Context: an optimization exercise on an open-source flow, tuned for small area. The choices shown serve that exercise and are no tape-out recipe.
Function was checked by simulation only, so behaviour that the tests miss may differ from the original.

===== flow/design.v =====
package clock_face_pkg;
  typedef logic [9:0]          coord_t;   
  typedef logic [5:0]          tick_t;    
  typedef logic signed [17:0]  trig_t;    
  typedef logic [23:0]         rgb_t;     
  typedef struct packed {
    logic [4:0] hour;     
    logic [5:0] minute;
    logic [5:0] second;
  } clock_time_t;
  typedef struct packed {
    coord_t x;
    coord_t y;
  } pixel_pos_t;
  typedef struct packed {
    logic hsync;     
    logic vsync;     
    logic visible;   
  } sync_t;
  typedef struct packed {
    coord_t x;       
    coord_t y;
    coord_t len;     
    coord_t wid;     
  } hand_geom_t;
  typedef enum logic [1:0] {HAND_SECOND, HAND_MINUTE, HAND_HOUR} hand_id_t;
  localparam int SECOND_X = 270, SECOND_Y = 238, SECOND_LEN = 200, SECOND_WID = 4;
  localparam int MINUTE_X = 280, MINUTE_Y = 237, MINUTE_LEN = 200, MINUTE_WID = 6;
  localparam int HOUR_X   = 280, HOUR_Y   = 236, HOUR_LEN   = 150, HOUR_WID   = 8;
endpackage
module vga_timing (
  input  logic                      vgaclk,
  input  logic                      rst_n,
  output clock_face_pkg::pixel_pos_t pos,
  output clock_face_pkg::sync_t      sync
);
  clock_face_pkg::coord_t hcnt;       
  clock_face_pkg::coord_t vcnt;       
  logic   h_wrap;
  logic   h_vis;
  logic   v_vis;
  assign h_wrap = (hcnt == 10'(800 - 1));
  always_ff @(posedge vgaclk or negedge rst_n)
  begin
    if (!rst_n)
    begin
      hcnt <= '0;
      vcnt <= '0;
    end
    else
    begin
      hcnt <= h_wrap ? '0 : hcnt + 1'b1;
      if (h_wrap)   
      begin
        if (vcnt == 10'(525 - 1))
          vcnt <= '0;   
        else
          vcnt <= vcnt + 1'b1;
      end
    end
  end
  assign h_vis = (hcnt >= 10'(152)) &&
                 (hcnt <  10'(152 + 640));
  assign v_vis = (vcnt >= 10'(37)) &&
                 (vcnt <  10'(37 + 480));
  always_comb
  begin
    sync.hsync   = ~((hcnt >= 10'(8)) && (hcnt < 10'(104)));
    sync.vsync   = ~((vcnt >= 10'(2)) && (vcnt < 10'(4)));
    sync.visible = h_vis && v_vis;
    pos.x        = hcnt - 10'(152);   
    pos.y        = vcnt - 10'(37);
  end
endmodule
module hand_angle (
  input  logic                       vgaclk,
  input  logic                       rst_n,
  input  clock_face_pkg::clock_time_t now,
  input  clock_face_pkg::sync_t       sync,
  output clock_face_pkg::tick_t       tick_second,
  output clock_face_pkg::tick_t       tick_minute,
  output clock_face_pkg::tick_t       tick_hour
);
  logic       vsync_q;       
  logic       frame_start;   
  logic [3:0] hour12;
  clock_face_pkg::tick_t      hour_tick;
  assign frame_start = vsync_q && !sync.vsync;
  always_comb
  begin
    hour12    = 4'(now.hour % 5'd12);
    hour_tick = 6'(hour12) * 6'd5 + 6'(now.minute / 6'd12);   
  end
  always_ff @(posedge vgaclk or negedge rst_n)
  begin
    if (!rst_n)
      vsync_q <= 1'b1;   
    else
      vsync_q <= sync.vsync;
  end
  always_ff @(posedge vgaclk or negedge rst_n)
  begin
    if (!rst_n)
    begin
      tick_second <= '0;
      tick_minute <= '0;
      tick_hour   <= '0;
    end
    else if (frame_start)
    begin
      tick_second <= now.second;
      tick_minute <= now.minute;
      tick_hour   <= hour_tick;
    end
  end
endmodule
module hand_raster #(
  parameter int GEOM_X   = 0,    
  parameter int GEOM_Y   = 0,
  parameter int GEOM_LEN = 0,    
  parameter int GEOM_WID = 0     
) (
  input  logic                       vgaclk,
  input  logic                       rst_n,
  input  clock_face_pkg::pixel_pos_t pos,
  input  clock_face_pkg::tick_t      tick,
  output logic                       hit
);
  localparam logic signed [12:0] X_LO = 13'(GEOM_X);
  localparam logic signed [12:0] X_HI = 13'(GEOM_X + GEOM_LEN);
  localparam logic signed [12:0] Y_LO = 13'(GEOM_Y);
  localparam logic signed [12:0] Y_HI = 13'(GEOM_Y + GEOM_WID);
  function automatic logic signed [17:0] quarter_sin(input logic [3:0] k);
    int v;
    case (k)
      4'd0:  v = 0;
      4'd1:  v = 6850;
      4'd2:  v = 13626;
      4'd3:  v = 20252;
      4'd4:  v = 26656;
      4'd5:  v = 32768;    
      4'd6:  v = 38521;
      4'd7:  v = 43852;
      4'd8:  v = 48702;
      4'd9:  v = 53020;
      4'd10: v = 56756;
      4'd11: v = 59870;
      4'd12: v = 62329;
      4'd13: v = 64104;
      4'd14: v = 65177;
      default: v = 65536;  
    endcase
    quarter_sin = v[17:0];
  endfunction
  function automatic logic signed [17:0] sin6(input logic [5:0] t);
    logic [5:0] k;
    logic  neg;
    neg = (t > 6'd30);   
    if (t <= 6'd15)
      k = t;
    else if (t <= 6'd30)
      k = 6'd30 - t;
    else if (t <= 6'd45)
      k = t - 6'd30;
    else
      k = 6'd60 - t;
    sin6 = neg ? -quarter_sin(k[3:0]) : quarter_sin(k[3:0]);
  endfunction
  clock_face_pkg::tick_t                t_cos;        
  clock_face_pkg::trig_t                cos_v;        
  clock_face_pkg::trig_t                sin_v;        
  logic signed [11:0]   dx, dy;       
  logic signed [30:0]   xr, yr;       
  logic signed [12:0]   x0, y0;       
  logic                 in_rect;
  always_comb
  begin
    t_cos = (tick >= 6'd45) ? tick - 6'd45 : tick + 6'd15;
    cos_v = sin6(tick);    
    sin_v = sin6(t_cos);   
    dx    = 12'($signed({2'b00, pos.x}) - 320);
    dy    = 12'($signed({2'b00, pos.y}) - 240);
    xr    = dx * cos_v - dy * sin_v;
    yr    = dy * cos_v + dx * sin_v;
    x0    = 13'(xr >>> 16) + 13'(320);
    y0    = 13'(yr >>> 16) + 13'(240);
    in_rect = (x0 >= X_LO) && (x0 <= X_HI) && (y0 >= Y_LO) && (y0 <= Y_HI);
  end
  always_ff @(posedge vgaclk or negedge rst_n)
  begin
    if (!rst_n)
      hit <= 1'b0;
    else
      hit <= in_rect;
  end
endmodule
module face_composer (
  input  logic                       vgaclk,
  input  logic                       rst_n,
  input  clock_face_pkg::pixel_pos_t pos,
  input  clock_face_pkg::sync_t      sync,
  input  logic [2:0]                 hits,     
  output logic                       hsync,
  output logic                       vsync,
  output logic                       sync_b,
  output clock_face_pkg::rgb_t       rgb
);
  logic signed [11:0] dx, dy;    
  logic               in_dial;
  clock_face_pkg::sync_t              sync_q;    
  logic               dial_q;
  clock_face_pkg::rgb_t               pix;
  always_comb
  begin
    dx      = 12'($signed({2'b00, pos.x}) - 320);
    dy      = 12'($signed({2'b00, pos.y}) - 240);
    in_dial = (dx * dx + dy * dy) < (200 * 200);
  end
  always_ff @(posedge vgaclk or negedge rst_n)
  begin
    if (!rst_n)
    begin
      sync_q <= 3'b110;   
      dial_q <= 1'b0;
    end
    else
    begin
      sync_q <= sync;
      dial_q <= in_dial;
    end
  end
  always_comb
  begin
    if (hits[clock_face_pkg::HAND_SECOND])
      pix = 24'hFF_0000;
    else if (hits[clock_face_pkg::HAND_MINUTE])
      pix = 24'h00_00FF;
    else if (hits[clock_face_pkg::HAND_HOUR])
      pix = 24'h00_FF00;
    else if (dial_q)
      pix = 24'hFF_FFFF;
    else
      pix = '0;      
  end
  always_ff @(posedge vgaclk or negedge rst_n)
  begin
    if (!rst_n)
    begin
      hsync  <= 1'b1;
      vsync  <= 1'b1;
      sync_b <= 1'b1;
      rgb    <= '0;
    end
    else
    begin
      hsync  <= sync_q.hsync;
      vsync  <= sync_q.vsync;
      sync_b <= sync_q.hsync | sync_q.vsync;     
      rgb    <= sync_q.visible ? pix : '0;       
    end
  end
endmodule
module clock_face_top (
  input  logic        vgaclk,
  input  logic        rst_n,
  input  logic [16:0] now,      
  output logic        hsync,
  output logic        vsync,
  output logic        sync_b,
  output logic [23:0] rgb       
);
  clock_face_pkg::clock_time_t now_t;       
  clock_face_pkg::rgb_t        rgb_t_o;
  clock_face_pkg::pixel_pos_t  pos;         
  clock_face_pkg::sync_t       sync;        
  clock_face_pkg::tick_t       tick_second, tick_minute, tick_hour;   
  logic [2:0]  hits;        
  assign now_t = now;
  assign rgb   = rgb_t_o;
  vga_timing i_vga_timing (
    .vgaclk (vgaclk),
    .rst_n  (rst_n),
    .pos    (pos),
    .sync   (sync)
  );
  hand_angle i_hand_angle (
    .vgaclk      (vgaclk),
    .rst_n       (rst_n),
    .now         (now_t),
    .sync        (sync),
    .tick_second (tick_second),
    .tick_minute (tick_minute),
    .tick_hour   (tick_hour)
  );
  hand_raster #(
    .GEOM_X (clock_face_pkg::SECOND_X), .GEOM_Y (clock_face_pkg::SECOND_Y), .GEOM_LEN (clock_face_pkg::SECOND_LEN), .GEOM_WID (clock_face_pkg::SECOND_WID)
  ) i_hand_second (
    .vgaclk (vgaclk),
    .rst_n  (rst_n),
    .pos    (pos),
    .tick   (tick_second),
    .hit    (hits[0])
  );
  hand_raster #(
    .GEOM_X (clock_face_pkg::MINUTE_X), .GEOM_Y (clock_face_pkg::MINUTE_Y), .GEOM_LEN (clock_face_pkg::MINUTE_LEN), .GEOM_WID (clock_face_pkg::MINUTE_WID)
  ) i_hand_minute (
    .vgaclk (vgaclk),
    .rst_n  (rst_n),
    .pos    (pos),
    .tick   (tick_minute),
    .hit    (hits[1])
  );
  hand_raster #(
    .GEOM_X (clock_face_pkg::HOUR_X), .GEOM_Y (clock_face_pkg::HOUR_Y), .GEOM_LEN (clock_face_pkg::HOUR_LEN), .GEOM_WID (clock_face_pkg::HOUR_WID)
  ) i_hand_hour (
    .vgaclk (vgaclk),
    .rst_n  (rst_n),
    .pos    (pos),
    .tick   (tick_hour),
    .hit    (hits[2])
  );
  face_composer i_face_composer (
    .vgaclk (vgaclk),
    .rst_n  (rst_n),
    .pos    (pos),
    .sync   (sync),
    .hits   (hits),
    .hsync  (hsync),
    .vsync  (vsync),
    .sync_b (sync_b),
    .rgb    (rgb_t_o)
  );
endmodule

===== flow/run.sh =====
#!/bin/bash
# synth_recipe.tcl (not shown) runs the flow's synth.tcl, then flattens the netlist and writes it again
# the make line also repeats each setting of config.mk as NAME=value (left out here)
make -C /OpenROAD-flow-scripts/flow DESIGN_CONFIG=/design/flow/config.mk WORK_HOME=/design/flow/orfs CLKGATE_MAP_FILE= SYNTH_SCRIPT=/design/flow/synth_recipe.tcl finish

===== flow/config.mk =====
export PLATFORM = sky130hd
export DESIGN_NAME = clock_face_top
export DESIGN_NICKNAME = clock_face_top
export VERILOG_FILES = /design/flow/design.v
export SDC_FILE = /design/flow/constraint.sdc
export NUM_CORES = 4
export LEC_CHECK = 0
export CAP_MARGIN = 20
export CORE_MARGIN = 2
export CORE_UTILIZATION = 62
export CTS_BUF_LIST = sky130_fd_sc_hd__clkbuf_16
export CTS_CLUSTER_DIAMETER = 20
export CTS_CLUSTER_SIZE = 4
export SLEW_MARGIN = 20

===== flow/constraint.sdc =====
create_clock -name core_clock -period 39.7 [get_ports {vgaclk}]
set_input_delay 7.9400 -clock core_clock [delete_from_list [all_inputs] [get_ports {vgaclk}]]
set_output_delay 7.9400 -clock core_clock [all_outputs]
set_load 0.01 [all_outputs]

==> summary.txt <==
[layer usage]
layer	GRT usage	vias up	wire length, microns
met3	0.09159	987	31830
li1	-	33990	-
met1	0.4960	40860	116700
met2	0.6378	3750	149400
met5	0	-	51
met4	0.1997	8	20130
[cell usage after synthesis, drive strengths merged (10+ instances only)]
master,count,area (sq um)
ha,804,10060
o22ai,15,93.84
dfrtp,46,1151
nand4,31,193.9
o211a,13,130.1
a31oi,40,256.5
nor2b,34,212.7
mux2i,34,344.1
a21o,69,518.0
o21a,36,270.3
nand3,85,430.4
a221o,11,110.1
a221oi,10,100.1
mux2,27,307.8
a22oi,15,112.6
nand2,1620,6086
or3,23,143.9
buf,67,441.7
nor2,959,3605
o31a,10,87.58
a211oi,30,242.7
clkbuf,516,1937
nor4,35,252.8
nand2b,159,994.7
o31ai,23,182.7
a21oi,217,1097
inv,2960,11110
o21ai,178,905.9
xnor2,314,2758
nor3,76,395.4
fa,2633,52710
and3,31,198.9
xor2,132,1179
a211o,13,115.1
nor3b,10,80.07
o211ai,19,147.6
and2,306,1917
o21bai,32,251.5
or2,53,331.6
[worst paths after layout]
kind	start	to	slack, ns	depth (start not counted)
worst max-delay path	i_hand_angle.tick_second[0]	i_hand_second.hit	23.58	54
worst min-delay path	i_face_composer.sync_q[2]	i_face_composer.hsync	0.38	0
worst max register to register	i_hand_angle.tick_second[0]	i_hand_second.hit	23.58	54
worst min register to register	i_face_composer.sync_q[2]	i_face_composer.hsync	0.38	0
max in group asynchronous	rst_n	i_vga_timing.hcnt[2]	30.98	2
min in group asynchronous	rst_n	i_hand_angle.tick_second[4]	7.46	1
[logic make-up (layout without fill, tap and decap cells)]
logic type,count (synthesis),after routing,synth area share
buf+inv,3550,3233,0.1310
fa+ha+maj,3439,3439,0.6087
simple gates,3473,3473,0.1484
other cells,0,8,0
flops,51,51,0.01243
mux,61,61,0.006319
xor+xnor,446,446,0.03816
compound gates,839,839,0.05502
[state kept, by name, summed over array words and instances, names as in the netlist]
name                      cells
i_hand_second.hit             1
i_vga_timing.hcnt            10
i_face_composer.sync_b        1
i_hand_minute.hit             1
i_face_composer.sync_q        3
i_hand_angle.tick_second      6
i_vga_timing.vcnt            10
i_hand_angle.tick_hour        6
i_hand_angle.tick_minute      6
i_face_composer.dial_q        1
i_hand_hour.hit               1
i_face_composer.hsync         1
i_face_composer.vsync         1
i_face_composer.rgb           3
[layout make-up]
cell class / count / area [sq um] / share of cell area
multi-input cells: 8258 / 89240 / 0.8363
clock inverters: 3 / 71.32 / 0.0006683
diodes: 8 / 20.02 / 0.0001876
well taps: 2189 / 2739 / 0.02567
clock buffers: 5 / 125.1 / 0.001172
inverters: 2967 / 11160 / 0.1046
flip-flops and latches: 51 / 1294 / 0.01212
repair buffers: 258 / 2059 / 0.01930
[stage by stage]
stage	hold WS (ns)	instances	worst slack, ns	instance area [sq um]	utilization
3_3_place_gp	0.3653	13720	24.15	106500	0.6446
5_1_grt	0.3853	13730	22.52	106700	0.6460
4_1_cts	0.3799	13730	23.71	106700	0.6459
2_1_floorplan	0.3505	11860	25.84	103200	-
6_report	0.3798	13740	23.58	106700	0.6461
3_5_place_dp	0.3641	13720	23.79	106500	0.6447
==> flow_metrics.tcl <==
set metrics [dict create \
    grt_pass1_wl_microns 505300 \
    drt_first_pass_iters 8 \
    wl_per_cell_microns 23.15 \
    ys_ff_latch 51 \
    place.gp.congestion 0.9622 \
    cts_buffers 5 \
    synth_area_sq_um 103200 \
    ys_async_sr_fraction 1.000 \
    grt_overflow_total 0 \
    syn_avg_cell_area_sq_um 8.698 \
    cp_common_cell "fa_1" \
    hold_path.class "register to register" \
    layout_worst_path_cycle_share 0.4061 \
    routed_wl_microns 318000 \
    grt_use_total 0.3935 \
    num_rows 149 \
    die_area_sq_um 169700 \
    core_sq_um 165200 \
    drive_above_1_share 0.04211 \
    end_kind "register" \
    ant_nets 0 \
    slew_violations 0 \
    vias 79600 \
    drt_iter0_drc 6272 \
    ys_warn_count 6 \
    ios 46 \
    critPathBufInv 6 \
    post_cts_buffers 0 \
    nNetsFinal 15000 \
    synth_cells 11860 \
    cts_root_buffer "clkbuf_16" \
    startpoint_type "register" \
    drc 0 \
    worstMarginPinSlew_ns 1.228 \
    synth-edff-count 0 \
    rsz0062_at_grt "no" \
    cts_tree "done" \
    dieHeight_microns 411.9 \
    period_needed_ns 16.12 \
    path_delay_family "adder cells" \
    viasPerCell 5.794 \
    holdBufCountCts 0 \
    hpwl_microns 245100 \
    portBuffers 45 \
    grt_max_degree 58 \
    layout_common_cells "inv_1, fa_1, nand2_1, nor2_1, ha_1" \
    crit_slowest_cell "xor2_1" \
    clock_skew_ns 0.02572 \
    arrival_ns 16.40 \
    area_growth_pct 3.450 \
    crit_fanout 16 \
    initial_core_util 0.6245 \
    yosys_most_used_dff "dfrtp_1" \
    fmax_mhz 62.02 \
    clk_latency_ns 0.40 \
    setup_tns_ns 0 \
    die_w_microns 411.9 \
    clk_path_buf_depth 2 \
    yosysUniqueCellTypes 125 \
    ctsResizeCount 0 \
    hold_viol 0 \
    ys_seq_area_frac 0.01243 \
    cap_violations 0 \
    critPathRequiredTime_ns 39.98 \
    grt_pass1_vias 87470 \
    cts_max_level 2 \
    cts.sink_count 51 \
    critPathKind "register to register" \
    clk_pin_slew_ns 0.11 \
    antenna_found_initial 15 \
    syn_nets 15320 \
    status "timing/DRC/antenna clean" \
    setup_viol 0 \
    final_common_cell "inv_1" \
    slew_headroom 0.1811 \
    crit_path_max_incr_delay_ns 0.96 \
    num-fill-cells 14130 \
]

[static timing again, ports no longer ideal]
How much do the figures lean on ideal ports? The routed layout below was timed once more, with nothing changed but the port constraints.
Step 1 sets driving cells, clkbuf_16 on the clock port and buf_2 on the other inputs (assumed; they add their load-dependent delay and slew).
Step 2 times the ports against the registers' clock, not the clock port: input delays grow and output delays shrink by t, the midpoint of the rising clock arrivals with the driver on.
Three values: ideal, step 1, step 2; two values: the first two.
shift t [ns]: 0.472
setup slack, ns: 23.577 / 23.577 / 23.577
hold slack, ns: 0.380 / 0.380 / 0.380
worst slew at a driven data input, ns: 0.25
After both steps setup and hold are still met in this run. The setup slack of this run moves by 0.000 ns with the drivers and by 0.000 ns with both steps.
